What follows belongs to an exercise in optimizing a design on an open flow for small area; a production flow would make more cautious choices.
The RTL was checked by simulation tests, not by an equivalence proof against the original design.
No activity file was given, so power comes from the tool's default toggle rates.

== run A ==
// grahzm_core
module grahzm_core #(
   parameter int WIDTH = 8,
   parameter int RAM_DEPTH = 256,
   parameter int PC_WIDTH = 8
) (
   input  logic                clk,
   input  logic                rst,
   output logic [PC_WIDTH-1:0] prog_addr,
   input  logic [7:0]          prog_data,
   input  logic [WIDTH-1:0]    in_data,
   input  logic                in_valid,
   output logic                in_ready,
   output logic [WIDTH-1:0]    out_data,
   output logic                out_valid,
   input  logic                out_ready,
   output logic                stall
);
Size in the first run: roughly 2,100 flip-flops, ~39 I/O pins.
Settings: LEC_CHECK=0, CAP_MARGIN=20, CORE_MARGIN=2, CORE_UTILIZATION=45, CTS_CLUSTER_DIAMETER=100, CTS_CLUSTER_SIZE=28, PLACE_DENSITY=0.62, SETUP_SLACK_MARGIN=0.3, SLEW_MARGIN=5, SYNTH_HIERARCHICAL=1; clock period 5.5 ns.
standard.sh (not shown) runs the stock make flow with config.mk's settings and CLKGATE_MAP_FILE= SYNTH_SCRIPT=/design/flow/synth_recipe.tcl, a recipe that flattens the netlist after the stock synthesis.
==> flow/flow/run.sh <==
#!/bin/bash
# The standard layout (standard.sh: the standard synthesis and ORFS flow) with
# three layout choices changed:
#  - the buffers Yosys/ABC put into the netlist are removed at floorplan
#    (REMOVE_ABC_BUFFERS=1) and global placement is not timing driven, so
#    buffers are only added where the later repair steps need them;
#  - the port buffers are sky130_fd_sc_hd__buf_1, the smallest buffer (ORFS
#    picks a larger delay buffer by default); every port still gets one.
# The full make output goes to standard_flow.log here; ORFS's own per-step logs
# are under orfs/logs.
set -euo pipefail
cd "$(dirname "$0")/.."
export REMOVE_ABC_BUFFERS=1
export GPL_TIMING_DRIVEN=0
export BUFFER_PORTS_ARGS="-buffer_cell sky130_fd_sc_hd__buf_1"
bash standard.sh finish > standard_flow.log 2>&1
Changes in run B relative to run A:
- swapping 45 for 40 in CORE_UTILIZATION
- swapping 5 for 20 in SLEW_MARGIN
- swapping 0.3 for 0.2 in SETUP_SLACK_MARGIN
- clearing PLACE_DENSITY, which used to be 0.62
==> flow/run.sh (new file) <==
#!/bin/bash
# synth_recipe.tcl (not shown) runs the flow's synth.tcl, then flattens the netlist and writes it again
# the make line also repeats each setting of config.mk as NAME=value (left out here)
make -C /OpenROAD-flow-scripts/flow DESIGN_CONFIG=/design/flow/config.mk WORK_HOME=/design/flow/orfs CLKGATE_MAP_FILE= SYNTH_SCRIPT=/design/flow/synth_recipe.tcl finish
removed: flow/flow/run.sh
removed: flow/standard.sh
==> results.txt <==
In the metrics for run B and run A, the one carrying the higher fraction of final layout cells sized beyond drive strength 1 is run B. Going from run A to run B, minimum clock period after layout now sits lower, maximum frequency moved up, wire length higher, placed cell count saw an increase. Run A vs run B, worst setup path endpoint: r0_q[2] vs r0_q[5].
Setup changes, run B to run C
- SETUP_SLACK_MARGIN removed (was 0.2)
==> flow/flow/run.sh (new file) <==
#!/bin/bash
# The standard layout (standard.sh: the standard synthesis and ORFS flow) with
# three layout choices changed:
#  - the buffers Yosys/ABC put into the netlist are removed at floorplan
#    (REMOVE_ABC_BUFFERS=1) and global placement is not timing driven, so
#    buffers are only added where the later repair steps need them;
#  - the port buffers are sky130_fd_sc_hd__buf_1, the smallest buffer (ORFS
#    picks a larger delay buffer by default); every port still gets one.
# The full make output goes to standard_flow.log here; ORFS's own per-step logs
# are under orfs/logs.
set -euo pipefail
cd "$(dirname "$0")/.."
export REMOVE_ABC_BUFFERS=1
export GPL_TIMING_DRIVEN=0
export BUFFER_PORTS_ARGS="-buffer_cell sky130_fd_sc_hd__buf_1"
bash standard.sh finish > standard_flow.log 2>&1
==> flow/standard.sh (new file) <==
#!/bin/bash
# synth_recipe.tcl (not shown) runs the flow's synth.tcl, then flattens the netlist and writes it again
# the make line also repeats each setting of config.mk as NAME=value (left out here)
make -C /OpenROAD-flow-scripts/flow DESIGN_CONFIG=/design/flow/config.mk WORK_HOME=/design/flow/orfs CLKGATE_MAP_FILE= SYNTH_SCRIPT=/design/flow/synth_recipe.tcl "${@:-finish}"
removed: flow/run.sh
## What came out
| run C | all stages done | FAIL | negative setup slack |
For run B, the slowest cell on the critical path was nor4_2, unlike run C, where it was nor4_1.
Run C vs run B: count of non-CTS buffers in the layout down by more than half
Going from run B to run C, the relative area of non-clock buffer cells in the final design was found to have gone down by 1.4 points.
The total internal power number comes out lower for run C vs run B.
In terms of share of total power in combinational logic, run B and run C differ only marginally.
Changes in run D relative to run C:
- putting SETUP_SLACK_MARGIN at 0.3 where nothing was set
- putting PLACE_DENSITY at 0.65 where nothing was set
- swapping 20 for 5 in SLEW_MARGIN
- swapping 40 for 50 in CORE_UTILIZATION
--- outcome ---
Launch point of the critical path: r4_q[2] -> run D, r4_q[1] -> run C
Cell count of the worst hold path: run D vs run C identical
Run D reached the final stage; the timing, design-rule and antenna checks on its layout passed.
Diff run D..run C | fraction of cell area in non-clock buffers | negligible
Run D vs run C on global placement routability congestion: run D is the higher one.
There was hardly any difference in DRC violations left between run C and run D.
Run C → run D: minimum clock period after layout went down 0.16 ns; sequential cell area share went up 0.53 points.
[compare] base=run C new=run D: tap cell count shrank by 566; highest clock frequency the design can meet grew by 0.0053 GHz; global-route wire length before repair shrank by 6.5 mm.

## re-timing with driven ports
How much do the figures lean on ideal ports? The routed layouts below were timed once more, with nothing changed but the port constraints. Step 1, drivers: a clkbuf_16 drives clk and a buf_2 each remaining input, both assumed. Step 2 also shifts input and output timing later by t, the mid clock arrival at the registers, as if the neighbouring blocks saw the same clock. Slacks: ideal / step 1 / step 2; pairs: ideal / step 1.
run	t, ns	setup WS [ns]	hold WS [ns]	worst slew at a driven data input, ns	cell pins on the clock port's net
run A	0.831	0.228 / 0.228 / 0.077	0.481 / 0.481 / 0.481	0.04	1
run B	0.855	0.337 / 0.337 / 0.337	0.477 / 0.477 / 0.477	0.07	1
run C	0.830	-0.018 / -0.018 / -0.018	0.480 / 0.480 / 0.480	0.06	1
run D	0.824	0.140 / 0.140 / 0.110	0.481 / 0.481 / 0.481	0.04	1
For run A, which loses most, drivers alone change the setup slack by 0.000 ns; drivers and shift together by -0.151 ns.
